Background: an optimization exercise with open tools, aiming at small area, a short achievable clock period and few clock cycles per item. Do not read the settings as production practice. The RTL was checked by simulation tests, not by an equivalence proof against the original design. No activity file was given, so power comes from the tool's default toggle rates.

==> trial 85 <==
==> flow/design.v <==
package core_pkg;
  localparam int XLEN     = 32;
  localparam int NUM_REGS = 32;
  typedef logic [XLEN-1:0] word_t;
  typedef logic [31:0]     instr_t;
  typedef logic [4:0]      reg_addr_t;
  localparam logic [6:0] OPC_OP     = 7'b0110011;   
  localparam logic [6:0] OPC_OP_IMM = 7'b0010011;   
  localparam logic [6:0] OPC_LUI    = 7'b0110111;
  typedef struct packed {
    logic sum;     
    logic land;    
    logic lor;     
    logic lxor;    
    logic slt;     
    logic passb;   
  } ops_t;
endpackage
`timescale 1ns/100ps
`default_nettype none
module fetch_queue (
  input  logic             clock,
  input  logic             rst_n,
  input  logic             in_valid,
  input  core_pkg::instr_t in_instr,
  input  logic             issue,       
  output logic             out_valid,
  output core_pkg::instr_t out_instr,
  output logic [31:1]      out_sel1,    
  output logic [31:1]      out_sel2,    
  output logic             in_credit
);
  core_pkg::instr_t q0, q1;
  logic             v0, v1;
  logic             take;   
  core_pkg::instr_t nxt;    
  logic [31:1]      sel1, sel2;
  assign out_valid = v0;
  assign out_instr = q0;
  assign out_sel1  = sel1;
  assign out_sel2  = sel2;
  assign nxt       = v1 ? q1 : in_instr;
  assign in_credit = v0 && issue;
  assign take      = !v0 || issue;
  always_ff @(posedge clock)
  begin
    if (!rst_n)
    begin
      v0 <= 1'b0;
      v1 <= 1'b0;
    end
    else if (take)
    begin
      v0 <= v1 || in_valid;
      v1 <= v1 && in_valid;
    end
    else if (in_valid)
      v1 <= 1'b1;   
  end
  always_ff @(posedge clock)
  begin
    if (take)
    begin
      q0 <= nxt;
      for (int i = 1; i < 32; i++)
      begin
        sel1[i] <= nxt[19:15] == 5'(i);
        sel2[i] <= nxt[24:20] == 5'(i) && nxt[6:0] == core_pkg::OPC_OP;
      end
    end
    if (in_valid)
      q1 <= in_instr;
  end
endmodule
`default_nettype wire
`timescale 1ns/100ps
`default_nettype none
module decode_unit (
  input  core_pkg::instr_t    instr,
  output core_pkg::ops_t      ops,
  output logic                sub,     
  output core_pkg::reg_addr_t rd,      
  output core_pkg::reg_addr_t rs1,
  output core_pkg::reg_addr_t rs2,
  output logic                use_rs2,
  output core_pkg::word_t     imm      
);
  logic [6:0] opcode;
  logic [6:0] funct7;
  logic [2:0] funct3;
  logic       is_op;
  logic       is_imm;
  logic       is_lui;
  logic       f7_zero;
  logic       f7_sub;
  logic       wr;
  core_pkg::ops_t o;
  assign opcode  = instr[6:0];
  assign funct3  = instr[14:12];
  assign funct7  = instr[31:25];
  assign rs1     = instr[19:15];
  assign rs2     = instr[24:20];
  assign is_op   = (opcode == core_pkg::OPC_OP);
  assign is_imm  = (opcode == core_pkg::OPC_OP_IMM);
  assign is_lui  = (opcode == core_pkg::OPC_LUI);
  assign f7_zero = (funct7 == 7'b0000000);
  assign f7_sub  = (funct7 == 7'b0100000);
  always_comb
  begin
    o = '0;
    if (is_op)
    begin
      o.sum  = (funct3 == 3'b000) && (f7_zero || f7_sub);
      o.land = (funct3 == 3'b111) && f7_zero;
      o.lor  = (funct3 == 3'b110) && f7_zero;
      o.lxor = (funct3 == 3'b100) && f7_zero;
      o.slt  = (funct3 == 3'b010) && f7_zero;
    end
    else if (is_imm)
    begin
      o.sum  = (funct3 == 3'b000);
      o.land = (funct3 == 3'b111);
      o.lor  = (funct3 == 3'b110);
      o.lxor = (funct3 == 3'b100);
    end
    else if (is_lui)
      o.passb = 1'b1;
  end
  assign wr      = (|o) && (instr[11:7] != 5'd0);
  assign ops     = wr ? o : '0;
  assign rd      = wr ? instr[11:7] : 5'd0;
  assign sub     = is_op && (funct7[5] || funct3 == 3'b010);
  assign use_rs2 = is_op;
  assign imm     = is_lui ? {instr[31:12], 12'h000} : {{20{instr[31]}}, instr[31:20]};
endmodule
`default_nettype wire
`timescale 1ns/100ps
`default_nettype none
module execution_unit (
  input  core_pkg::ops_t  ops,
  input  logic            cin,      
  input  logic            inv,      
  input  core_pkg::word_t a,
  input  core_pkg::word_t b,
  output core_pkg::word_t res1,     
  output core_pkg::word_t res0,     
  output core_pkg::word_t sel
);
  core_pkg::word_t g;
  core_pkg::word_t t;
  core_pkg::word_t p;
  core_pkg::word_t pi;   
  core_pkg::word_t rest;
  core_pkg::word_t gk [6];
  core_pkg::word_t tk [6];
  core_pkg::word_t c;    
  logic            ta31;  
  logic            tb31;
  logic            lt1;
  logic            lt0;
  assign g  = a & b;
  assign t  = a | b;
  assign p  = a ^ b;
  assign pi = p ^ {32{inv}};
  assign gk[0] = {g[31:1], g[0] | (t[0] & cin)};
  assign tk[0] = t;
  for (genvar k = 0; k < 5; k++)
  begin : g_lvl
    for (genvar i = 0; i < 32; i++)
    begin : g_bit
      if (i >= (1 << k))
      begin : g_comb
        assign gk[k+1][i] = gk[k][i] | (tk[k][i] & gk[k][i-(1<<k)]);
        assign tk[k+1][i] = tk[k][i] & tk[k][i-(1<<k)];
      end
      else
      begin : g_pass
        assign gk[k+1][i] = gk[k][i];
        assign tk[k+1][i] = tk[k][i];
      end
    end
  end
  assign c = {gk[5][30:0], cin};
  assign rest = ({32{ops.land}}  & g)
              | ({32{ops.lor}}   & t)
              | ({32{ops.lxor}}  & p)
              | ({32{ops.passb}} & b);
  assign ta31 = a[31] ^ inv;
  assign tb31 = b[31] ^ cin;
  assign lt1  = (ta31 != tb31) ? ta31 : !pi[31];
  assign lt0  = (ta31 != tb31) ? ta31 : pi[31];
  assign res1[31:1] = ({31{ops.sum}} & ~pi[31:1]) | rest[31:1];
  assign res0[31:1] = ({31{ops.sum}} &  pi[31:1]) | rest[31:1];
  assign res1[0]    = (ops.sum & (pi[0] ^ cin)) | rest[0] | (ops.slt & lt1);
  assign res0[0]    = (ops.sum & (pi[0] ^ cin)) | rest[0] | (ops.slt & lt0);
  assign sel        = {c[31:1], c[31]};
endmodule
`default_nettype wire
`timescale 1ns/100ps
`default_nettype none
module writeback_unit (
  input  logic                clock,
  input  logic                rst_n,
  input  logic [31:1]         wr_en,     
  input  core_pkg::word_t     wr_data,
  input  logic [31:1]         rd_sel1,   
  input  logic [31:1]         rd_sel2,
  output core_pkg::word_t     rd_data1,
  output core_pkg::word_t     rd_data2
);
  core_pkg::word_t regs [1:31];
  core_pkg::word_t wdata;
  logic [31:1]     we;
  assign wdata = wr_data & {32{rst_n}};
  always_comb
  begin
    for (int i = 1; i < 32; i++)
      we[i] = !rst_n || wr_en[i];
  end
  always_ff @(posedge clock)
  begin
    for (int i = 1; i < 32; i++)
      if (we[i])
        regs[i] <= wdata;
  end
  always_comb
  begin
    rd_data1 = '0;
    rd_data2 = '0;
    for (int i = 1; i < 32; i++)
    begin
      rd_data1 = rd_data1 | (regs[i] & {32{rd_sel1[i]}});
      rd_data2 = rd_data2 | (regs[i] & {32{rd_sel2[i]}});
    end
  end
endmodule
`default_nettype wire
`timescale 1ns/100ps
`default_nettype none
module five_stage_core (
  input  logic              clock,
  input  logic              rst_n,
  input  logic              in_valid,
  input  core_pkg::instr_t  in_instr,
  output logic              in_credit,
  input  logic              commit_credit,
  output logic              commit_valid,
  output logic [36:0]       commit
);
  logic                issue;      
  logic                issue_c;    
  logic                issue_nc;   
  logic                fq_valid;
  core_pkg::instr_t    fq_instr;
  logic [31:1]         fq_sel1;
  logic [31:1]         fq_sel2;
  logic [31:1]         rd_sel1;    
  logic [31:1]         rd_sel2;
  logic                res_fwd1;   
  logic                res_fwd2;
  core_pkg::ops_t      id_ops;
  logic                id_sub;
  core_pkg::reg_addr_t id_rd;
  core_pkg::reg_addr_t id_rs1;
  core_pkg::reg_addr_t id_rs2;
  logic                id_use_rs2;
  core_pkg::word_t     id_imm;
  core_pkg::word_t     rf1;
  core_pkg::word_t     rf2;
  core_pkg::word_t     id_a;
  core_pkg::word_t     id_b;
  logic                ex_valid;
  core_pkg::ops_t      ex_ops;
  core_pkg::reg_addr_t ex_rd;
  core_pkg::word_t     ex_a;
  core_pkg::word_t     ex_b;
  logic                fwd_ex_a;   
  logic                fwd_ex_b;
  core_pkg::word_t     alu_res;
  core_pkg::word_t     alu_res1;   
  core_pkg::word_t     alu_res0;   
  core_pkg::word_t     alu_sel;    
  core_pkg::word_t     oth_a;
  core_pkg::word_t     oth_b;
  core_pkg::word_t     id_a1;
  core_pkg::word_t     id_a0;
  core_pkg::word_t     id_b1;
  core_pkg::word_t     id_b0;
  logic [31:1]         res_we;
  logic                id_ainv;
  logic                id_binv;
  logic                id_zero;
  logic                ex_ainv;    
  logic                ex_binv;     
  logic                res_valid;
  core_pkg::reg_addr_t res_rd;
  core_pkg::word_t     res_data;
  logic [1:0]          credits;
  fetch_queue fq0 (
    .clock     (clock),
    .rst_n     (rst_n),
    .in_valid  (in_valid),
    .in_instr  (in_instr),
    .issue     (issue),
    .out_valid (fq_valid),
    .out_instr (fq_instr),
    .out_sel1  (fq_sel1),
    .out_sel2  (fq_sel2),
    .in_credit (in_credit)
  );
  decode_unit id0 (
    .instr   (fq_instr),
    .ops     (id_ops),
    .sub     (id_sub),
    .rd      (id_rd),
    .rs1     (id_rs1),
    .rs2     (id_rs2),
    .use_rs2 (id_use_rs2),
    .imm     (id_imm)
  );
  writeback_unit rf0 (
    .clock    (clock),
    .rst_n    (rst_n),
    .wr_en    (res_we),
    .wr_data  (res_data),
    .rd_sel1  (rd_sel1),
    .rd_sel2  (rd_sel2),
    .rd_data1 (rf1),
    .rd_data2 (rf2)
  );
  assign fwd_ex_a = ex_rd != 5'd0 && ex_rd == id_rs1;
  assign fwd_ex_b = id_use_rs2 && ex_rd != 5'd0 && ex_rd == id_rs2;
  assign rd_sel1  = fq_sel1;
  assign rd_sel2  = fq_sel2;
  assign res_fwd1 = |(fq_sel1 & res_we);
  assign res_fwd2 = |(fq_sel2 & res_we);
  assign oth_a = res_fwd1 ? res_data : rf1;
  assign oth_b = res_fwd2 ? res_data : (rf2 | (id_imm & {32{!id_use_rs2}}));
  execution_unit ex0 (
    .ops  (ex_ops),
    .cin  (ex_binv),
    .inv  (ex_ainv),
    .a    (ex_a),
    .b    (ex_b),
    .res1 (alu_res1),
    .res0 (alu_res0),
    .sel  (alu_sel)
  );
  assign id_ainv = id_sub && fwd_ex_b && !fwd_ex_a;
  assign id_binv = id_sub && !id_ainv;
  assign id_zero = id_sub && fwd_ex_a && fwd_ex_b;
  assign id_a1   = fwd_ex_a ? alu_res1 : ({32{id_ainv}} ^ oth_a);
  assign id_a0   = fwd_ex_a ? alu_res0 : ({32{id_ainv}} ^ oth_a);
  assign id_b1   = fwd_ex_b ? alu_res1 : ({32{id_binv}} ^ oth_b);
  assign id_b0   = fwd_ex_b ? alu_res0 : ({32{id_binv}} ^ oth_b);
  assign id_a    = (alu_sel & id_a1) | (~alu_sel & id_a0);
  assign id_b    = (alu_sel & id_b1) | (~alu_sel & id_b0);
  assign alu_res = (alu_sel & alu_res1) | (~alu_sel & alu_res0);
  assign issue_nc     = (res_valid && ex_valid) ? (credits == 2'd3)
                      : (res_valid || ex_valid) ? credits[1]
                      : (credits != 2'd0);
  assign issue_c      = (res_valid && ex_valid) ? credits[1]
                      : (res_valid || ex_valid) ? (credits != 2'd0)
                      : 1'b1;
  assign issue        = commit_credit ? issue_c : issue_nc;
  assign commit_valid = res_valid;
  assign commit       = {res_rd, res_data};
  always_ff @(posedge clock)
  begin
    if (!rst_n)
    begin
      ex_valid  <= 1'b0;
      ex_rd     <= 5'd0;
      res_valid <= 1'b0;
      res_we    <= '0;
      credits   <= 2'd0;
    end
    else
    begin
      credits   <= credits + 2'(commit_credit) - 2'(commit_valid);
      ex_valid  <= fq_valid && issue;
      ex_rd     <= (fq_valid && issue) ? id_rd : 5'd0;
      res_valid <= ex_valid;
      for (int i = 1; i < 32; i++)
        res_we[i] <= ex_rd == 5'(i);
    end
  end
  always_ff @(posedge clock)
  begin
    ex_ops   <= id_zero ? '0 : id_ops;
    ex_ainv  <= id_ainv;
    ex_binv  <= id_binv;
    ex_a     <= id_a;
    ex_b     <= id_b;
    res_rd   <= ex_rd;
    res_data <= alu_res;
  end
endmodule
`default_nettype wire
==> flow/run.sh <==
#!/bin/bash
# synth_recipe.tcl (not shown) runs the flow's synth.tcl, then flattens the netlist and writes it again
# the make line also repeats each setting of config.mk as NAME=value (left out here)
make -C /OpenROAD-flow-scripts/flow DESIGN_CONFIG=/design/flow/config.mk WORK_HOME=/design/flow/orfs CLKGATE_MAP_FILE= SYNTH_SCRIPT=/design/flow/synth_recipe.tcl finish
==> flow/config.mk <==
export PLATFORM = sky130hd
export DESIGN_NAME = five_stage_core
export DESIGN_NICKNAME = five_stage_core
export VERILOG_FILES = /design/flow/design.v
export SDC_FILE = /design/flow/constraint.sdc
export NUM_CORES = 4
export LEC_CHECK = 0
export CAP_MARGIN = 20
export CORE_MARGIN = 2
export CORE_UTILIZATION = 40
export CTS_CLUSTER_DIAMETER = 80
export CTS_CLUSTER_SIZE = 20
export SETUP_SLACK_MARGIN = 2.25
export SLEW_MARGIN = 20
export TNS_END_PERCENT = 5
==> flow/constraint.sdc <==
create_clock -name core_clock -period 5.0 [get_ports {clock}]
set_input_delay 1.0000 -clock core_clock [delete_from_list [all_inputs] [get_ports {clock}]]
set_output_delay 1.0000 -clock core_clock [all_outputs]
set_load 0.01 [all_outputs]
==> build 14 (differences from trial 85) <==
--- a/flow/design.v
+++ b/flow/design.v
@@ -330,12 +330,12 @@
   );
   assign fwd_ex_a = ex_rd != 5'd0 && ex_rd == id_rs1;
   assign fwd_ex_b = id_use_rs2 && ex_rd != 5'd0 && ex_rd == id_rs2;
-  assign rd_sel1  = fq_sel1;
-  assign rd_sel2  = fq_sel2;
+  assign rd_sel1  = fq_sel1 & ~res_we;
+  assign rd_sel2  = fq_sel2 & ~res_we;
   assign res_fwd1 = |(fq_sel1 & res_we);
   assign res_fwd2 = |(fq_sel2 & res_we);
-  assign oth_a = res_fwd1 ? res_data : rf1;
-  assign oth_b = res_fwd2 ? res_data : (rf2 | (id_imm & {32{!id_use_rs2}}));
+  assign oth_a = rf1 | (res_data & {32{res_fwd1}});
+  assign oth_b = rf2 | (res_data & {32{res_fwd2}}) | (id_imm & {32{!id_use_rs2}});
   execution_unit ex0 (
     .ops  (ex_ops),
     .cin  (ex_binv),
- SETUP_SLACK_MARGIN: 2.25 -> 2.0
==> qor summary <==
| metric | trial 85 | build 14 |
|---|---|---|
| XOR/XNOR Fraction of Synth Area | 2.19% | 2.18% |
| Number of instances in the synthesized netlist | 4039 | 4013 |
| Reported net switching power | 8.14 mW | 7.78 mW |
| Routed length on met3 | 49900 um | 49700 um |
| Rel. slew slack | 11.3% | 12.5% |
| Final Wtd Congestion | 0.983 | 0.973 |
| Arrival time reported for the critical path endpoint | 3.63 ns | 3.95 ns |
| Critical path capture point | ex_b[27]$_DFF_P_ | ex_b[18]$_DFF_P_ |
| Crit path depth | 11 | 9 |
| Final cycle utilization of the critical path | 60.3% | 66.3% |
| Total via count in the routed design | 46.5k | 44.8k |
| Startpoint of the worst register-to-register path | fq0.q0[3]$_DFFE_PN_ | res_we[20]$_SDFF_PN0_ |
| Number of tap cells added at floorplan | 1781 | 1794 |
| Adder-Cell Fraction of Synth Area | 1.50% | 1.51% |
| Status | finished clean | finished clean |
| Pre-CTS setup slack | 1.46 ns | 1.20 ns |
| Area fraction of clock buffers and clock inverters | 3.58% | 3.41% |
| Non-CTS inverters | 141 | 136 |
| GRT Overall Usage | 35.6% | 36.1% |
| Die outline area | 140000 um^2 | 142000 um^2 |
Testbench counts of trial 85, summed over its fixed seeds: cycles 12,024, instrs 12,000.
Testbench counts of build 14, summed over its fixed seeds: cycles 12,024, instrs 12,000.

port drivers added, routing unchanged:
The flow's constraints put no driver on any port. The routed layouts listed below were extracted and timed again, unchanged, in two steps. Step 1 assumes that a clkbuf_16 drives the clock port and a buf_2 every other input. Step 2 times the ports against the registers' clock, not the clock port: input delays grow and output delays shrink by t, the midpoint of the rising clock arrivals with the driver on. Three values: ideal ports, drivers, drivers and shift; two values: the first two.
run	shift t [ns]	slack for setup (ns)	hold WS [ns]
trial 85	0.780	1.985 / 1.985 / 1.371	0.449 / 0.449 / 0.449
build 14	0.778	1.687 / 1.687 / 1.312	0.486 / 0.486 / 0.486
After both steps setup and hold are still met in every run listed. The setup slack of trial 85, which loses most, moves by 0.000 ns with the drivers and by -0.614 ns with both steps.
